Source: an optimization exercise on an open RTL-to-GDS flow (aim: small area, a short achievable clock period and few clock cycles per item). Production flows keep margins and buffers that such runs may drop. At most, simulation tests tie the RTL to the original design; equivalence was not proved. Power figures rest on the tool's default switching activity, not on a simulated workload.

// lc4_ooo_core
module lc4_ooo_core (
   input  logic        gwe,
   input  logic        rst_n,
   output logic [15:0] imem_addr,
   input  logic [15:0] imem_out,
   output logic        commit_valid,
   output logic [15:0] commit_pc,
   output logic [15:0] commit_insn,
   output logic [15:0] commit_value,
   output logic        commit_we,
   output logic [2:0]  commit_reg,
   output logic [2:0]  commit_nzp
);
   logic [15:0] pc_f;
   logic        x_valid, x_we, x_mulph;
   logic [15:0] x_insn, x_a, x_b;
   logic        c_valid, c_we, c_zero;
   logic [15:0] c_pc, c_insn, c_value;
   logic [15:0] rf [8];
   logic [7:0]  rf_ok;
   logic        x_sub, x_and, x_or, x_xor, x_mul;
   logic        stall, x_wr;
   logic [15:0] sum, res, mul_s, mul_c;
   assign stall = x_valid && x_mul && !x_mulph;    
   assign sum   = x_a + (x_b ^ {16{x_sub}}) + {15'd0, x_sub};
   lc4_mul_csa i_mul (.a(x_a), .b(x_b), .s(mul_s), .c(mul_c));
   always_comb begin
      if (x_and)
         res = x_a & x_b;
      else if (x_or)
         res = x_a | x_b;
      else if (x_xor)
         res = x_a ^ x_b;
      else
         res = sum;
   end
   assign x_wr = x_valid && x_we && !stall;
   logic [3:0]  f_op;
   logic [2:0]  f_rs, f_rt, f_fn;
   logic [15:0] rf_a, rf_b, f_imm, a_next, b_next;
  ...
Size in the first run: about 1500 cells after synthesis, roughly 260 flip-flops, roughly 90 I/O pins, about 16000 um2 of cells after synthesis.
export LEC_CHECK = 0
export CAP_MARGIN = 20
export CORE_MARGIN = 2
export CORE_UTILIZATION = 40
export SETUP_SLACK_MARGIN = 5
export SLEW_MARGIN = 20
create_clock -name core_clock -period 9.0 [get_ports {gwe}]
run.sh (not shown) runs the stock make flow with config.mk's settings and CLKGATE_MAP_FILE= SYNTH_SCRIPT=/design/flow/synth_recipe.tcl, a recipe that flattens the netlist after the stock synthesis.
Rerun with:
- SETUP_SLACK_MARGIN: 5 -> 3
=> The changed run went through all stages and came out clean; power goes down by 2.6%; clock skew came out lower by 0.018 ns; final cell count is about the same; cell area falls by about 1.1%; global-route usage came out lower by 0.44 points; sequential power barely changes; first-iteration DRC count hardly moves; via count came out lower by about 1.5%; die area is unchanged.
No run of this note included a check of the RTL's function; only the layout flow was run.

========
Another version of the RTL of lc4_ooo_core (not shown whole).
Size in the first run: about 1400 cells after synthesis, about 300 flip-flops, about 90 I/O pins, roughly 0.016 sq mm of cells after synthesis.
Settings: LEC_CHECK=0, CAP_MARGIN=20, CORE_MARGIN=2, CORE_UTILIZATION=40, CTS_CLUSTER_DIAMETER=120, CTS_CLUSTER_SIZE=22, SLEW_MARGIN=20; clock period 9.0 ns.
standard.sh (not shown) runs the stock make flow with config.mk's settings and CLKGATE_MAP_FILE= SYNTH_SCRIPT=/design/flow/synth_recipe.tcl, a recipe that flattens the netlist after the stock synthesis.
==> flow/flow/run.sh <==
#!/bin/bash
# Standard layout (the standard.sh), with plain buffers on the ports and a
# tighter setup repair target. Each tool's output goes to a log in this folder.
set -euo pipefail
bash standard.sh BUFFER_PORTS_ARGS="-buffer_cell sky130_fd_sc_hd__buf_1" SETUP_SLACK_MARGIN=5.7 finish > flow_make.log 2>&1
Testbench counts at the start, summed over its fixed seeds: cycles 17,590, items 16,000.
Then changed:
--- a/flow/config.mk
+++ b/flow/config.mk
@@ -10,3 +10,3 @@
-export CORE_UTILIZATION = 40
-export CTS_CLUSTER_DIAMETER = 120
-export CTS_CLUSTER_SIZE = 22
+export CORE_UTILIZATION = 45
+export CTS_CLUSTER_DIAMETER = 125
+export CTS_CLUSTER_SIZE = 25
Combinational power hardly moves.
Routed wire length stays flat.
Clock-buffer cell count falls by 2.
Sequential share of layout area grows by 0.32 points.
Clock power shrinks by about 7%.
Global-route usage grows by 2.9 points.
Synthesized cell count does not change.
Worst hold slack got worse by 0.0046 ns.
Die area came out lower by 11%.
Design area decreases by 0.72%.
Worst setup slack gains 0.051 ns.
Then changed:
--- a/flow/flow/run.sh
+++ b/flow/flow/run.sh
@@ -5 +5 @@
-bash standard.sh BUFFER_PORTS_ARGS="-buffer_cell sky130_fd_sc_hd__buf_1" SETUP_SLACK_MARGIN=5.7 finish > flow_make.log 2>&1
+bash standard.sh BUFFER_PORTS_ARGS="-buffer_cell sky130_fd_sc_hd__buf_1" SETUP_SLACK_MARGIN=5.85 finish > flow_make.log 2>&1
--- a/flow/config.mk
+++ b/flow/config.mk
@@ -10,3 +10,3 @@
-export CORE_UTILIZATION = 45
-export CTS_CLUSTER_DIAMETER = 125
-export CTS_CLUSTER_SIZE = 25
+export CORE_UTILIZATION = 40
+export CTS_CLUSTER_DIAMETER = 120
+export CTS_CLUSTER_SIZE = 22
=>
- wire length is higher by 0.42%
- clock skew is lower by 0.023 ns
- final area is higher by 2.5%
- total power is higher by 3.6%
- maximum frequency is lower by 1.4%
- final cell count is higher by 4.6%
- setup slack loses 0.047 ns
Then changed:
==> flow/flow/run.sh (replaced) <==
#!/bin/bash
# Standard layout (the standard.sh), with plain buffers on the ports and a
# tighter setup repair target. Each tool's output goes to a log in this folder.
set -euo pipefail
bash standard.sh BUFFER_PORTS_ARGS="-buffer_cell sky130_fd_sc_hd__buf_1" SETUP_SLACK_MARGIN=5.6 finish > flow_make.log 2>&1
After rerunning: Worst setup slack got worse by 0.0064 ns. Design area decreases by a few percent. Final cell count fell slightly. Power fell by a few percent. Combinational power fell by roughly a tenth. Clock-buffer cell count is higher by 1. Global-route usage stays flat. Die area stays the same.
Then changed:
--- a/flow/flow/run.sh
+++ b/flow/flow/run.sh
@@ -5 +5 @@
-bash standard.sh BUFFER_PORTS_ARGS="-buffer_cell sky130_fd_sc_hd__buf_1" SETUP_SLACK_MARGIN=5.6 finish > flow_make.log 2>&1
+bash standard.sh BUFFER_PORTS_ARGS="-buffer_cell sky130_fd_sc_hd__buf_1" SETUP_SLACK_MARGIN=5.7 finish > flow_make.log 2>&1
--- a/flow/config.mk
+++ b/flow/config.mk
@@ -10,3 +10,3 @@
-export CORE_UTILIZATION = 40
-export CTS_CLUSTER_DIAMETER = 120
-export CTS_CLUSTER_SIZE = 22
+export CORE_UTILIZATION = 50
+export CTS_CLUSTER_DIAMETER = 125
+export CTS_CLUSTER_SIZE = 25
Global-route usage went up by 5.1 points.
Wire length went down by 1.4%.
Cell area went down by 0.67%.
Setup slack loses 0.012 ns.

========
## run A
Another version of the RTL of lc4_ooo_core (not shown whole).
Size: roughly 90 I/O pins, ~16000 µm² of cells after synthesis.
==> flow/config.mk <==
export PLATFORM = sky130hd
export DESIGN_NAME = lc4_ooo_core
export DESIGN_NICKNAME = lc4_ooo_core
export VERILOG_FILES = /design/flow/design.v
export SDC_FILE = /design/flow/constraint.sdc
export NUM_CORES = 4
export LEC_CHECK = 0
export CAP_MARGIN = 20
export CORE_MARGIN = 2
export CORE_UTILIZATION = 40
export SLEW_MARGIN = 20
==> flow/constraint.sdc <==
create_clock -name core_clock -period 9.0 [get_ports {gwe}]
set_input_delay 1.8000 -clock core_clock [delete_from_list [all_inputs] [get_ports {gwe}]]
set_output_delay 1.8000 -clock core_clock [all_outputs]
set_load 0.01 [all_outputs]
==> flow/flow/run.sh <==
#!/bin/bash
# Standard layout (the standard.sh), with plain buffers on the ports and a
# tighter setup repair target. Each tool's output goes to a log in this folder.
set -euo pipefail
bash standard.sh BUFFER_PORTS_ARGS="-buffer_cell sky130_fd_sc_hd__buf_2" SETUP_SLACK_MARGIN=5.5 finish > flow_make.log 2>&1
Testbench counts of run A, summed over its fixed seeds: cycles 17,590, items 16,000.
Changes in run B relative to run A:
- CTS_CLUSTER_SIZE now 22, previously not set
- CTS_CLUSTER_DIAMETER now 120, previously not set
--- a/flow/flow/run.sh
+++ b/flow/flow/run.sh
@@ -4,2 +4,2 @@
 set -euo pipefail
-bash standard.sh BUFFER_PORTS_ARGS="-buffer_cell sky130_fd_sc_hd__buf_2" SETUP_SLACK_MARGIN=5.5 finish > flow_make.log 2>&1
+bash standard.sh BUFFER_PORTS_ARGS="-buffer_cell sky130_fd_sc_hd__buf_1" SETUP_SLACK_MARGIN=5.5 finish > flow_make.log 2>&1
### Flow results
- Clock-pin transition on the worst setup and hold timing paths is lower on run A
- Across both runs, area growth from synthesis to layout was lower for run B than for run A.
- Lower routing usage on met3 was reported by run B, not run A.
- | global-route usage | run B vs run A | 0.50 points lower |
- Of run B and run A, it is run B that has the lower instance count on the critical path.
- In run B, the part of the total power dissipated in combinational logic came out 3.5 points above the value in run A.
- ~same power in sequential cells in run A and run B
Here is what was changed in the inputs of run C compared with run B.
- clearing CTS_CLUSTER_DIAMETER, which used to be 120
- clearing CTS_CLUSTER_SIZE, which used to be 22
--- a/flow/flow/run.sh
+++ b/flow/flow/run.sh
@@ -4,2 +4,2 @@
 set -euo pipefail
-bash standard.sh BUFFER_PORTS_ARGS="-buffer_cell sky130_fd_sc_hd__buf_1" SETUP_SLACK_MARGIN=5.5 finish > flow_make.log 2>&1
+bash standard.sh BUFFER_PORTS_ARGS="-buffer_cell sky130_fd_sc_hd__buf_2" SETUP_SLACK_MARGIN=6 finish > flow_make.log 2>&1
Notes after the runs:
The number of multi-input combinational cells on run C is in line with that on run B. Run B → run C: total half-perimeter wirelength after legalization and detailed placement has decreased; setup slack of the critical path after layout went up by 120 ps; post-cts resize count went up 81; total via count after detailed routing higher.
Inputs modified between run C and run D:
- putting ABC_AREA at 1 where nothing was set
--- a/flow/flow/run.sh
+++ b/flow/flow/run.sh
@@ -4,2 +4,2 @@
 set -euo pipefail
-bash standard.sh BUFFER_PORTS_ARGS="-buffer_cell sky130_fd_sc_hd__buf_2" SETUP_SLACK_MARGIN=6 finish > flow_make.log 2>&1
+bash standard.sh BUFFER_PORTS_ARGS="-buffer_cell sky130_fd_sc_hd__buf_2" SETUP_SLACK_MARGIN=5.5 finish > flow_make.log 2>&1
--- outcome ---
- Run D reached the final stage; the timing, design-rule and antenna checks on its layout passed.
- Cmp run C and run D / post-synth design cell area / higher: run D
- Run D against run C: total of clock buffers placed in the layout rose by 7; worst setup skew after layout stayed essentially flat; cell area down about 4%; final period utilization increased 2.1 points.
- Max worst-case register-to-register setup slack across run C and run D: run C

-- what the ideal ports hide --
The flow's constraints put no driver on any port. The routed layouts listed below were extracted and timed again, unchanged, in two steps.
Step 1: set_driving_cell puts a clkbuf_16 on gwe and a buf_2 on each other input, an assumption about the parent block.
Step 2 adds t to the input delays and takes it off the output delays; t is the mean of the earliest and latest rising clock arrival at the registers after step 1. Input paths then give back, and output paths get back, about the clock's delay inside the block.
Three values: no drivers, after step 1, after step 2; two values: the first two.
| run | t (ns) | setup WS [ns] | worst hold slack (ns) | worst setup path after step 2 |
|---|---|---|---|---|
| the first run of note 1 | 0.597 | 5.088 / 5.088 / 4.698 | 0.338 / 0.338 / 0.338 | input to register |
| the second run of note 1 | 0.590 | 4.473 / 4.473 / 4.394 | 0.338 / 0.338 / 0.338 | input to register |
| the first run of note 2 | 0.572 | 5.695 / 5.695 / 5.695 | 0.349 / 0.349 / 0.349 | register to register |
| the second run of note 2 | 0.564 | 5.746 / 5.746 / 5.746 | 0.344 / 0.344 / 0.344 | register to register |
| the third run of note 2 | 0.567 | 5.700 / 5.700 / 5.700 | 0.344 / 0.344 / 0.344 | register to register |
| the fourth run of note 2 | 0.569 | 5.693 / 5.693 / 5.693 | 0.337 / 0.337 / 0.337 | register to register |
| the fifth run of note 2 | 0.571 | 5.681 / 5.681 / 5.681 | 0.349 / 0.349 / 0.349 | register to register |
| run A | 0.570 | 5.619 / 5.619 / 5.619 | 0.339 / 0.339 / 0.339 | register to register |
| run B | 0.568 | 5.625 / 5.625 / 5.625 | 0.341 / 0.341 / 0.341 | register to register |
| run C | 0.625 | 5.746 / 5.746 / 5.746 | 0.340 / 0.340 / 0.340 | register to register |
| run D | 0.567 | 5.557 / 5.557 / 5.557 | 0.339 / 0.339 / 0.339 | register to register |
After both steps every run listed still meets setup and hold. For the first run of note 1, which loses most, drivers alone change the setup slack by 0.000 ns; drivers and shift together by -0.390 ns.
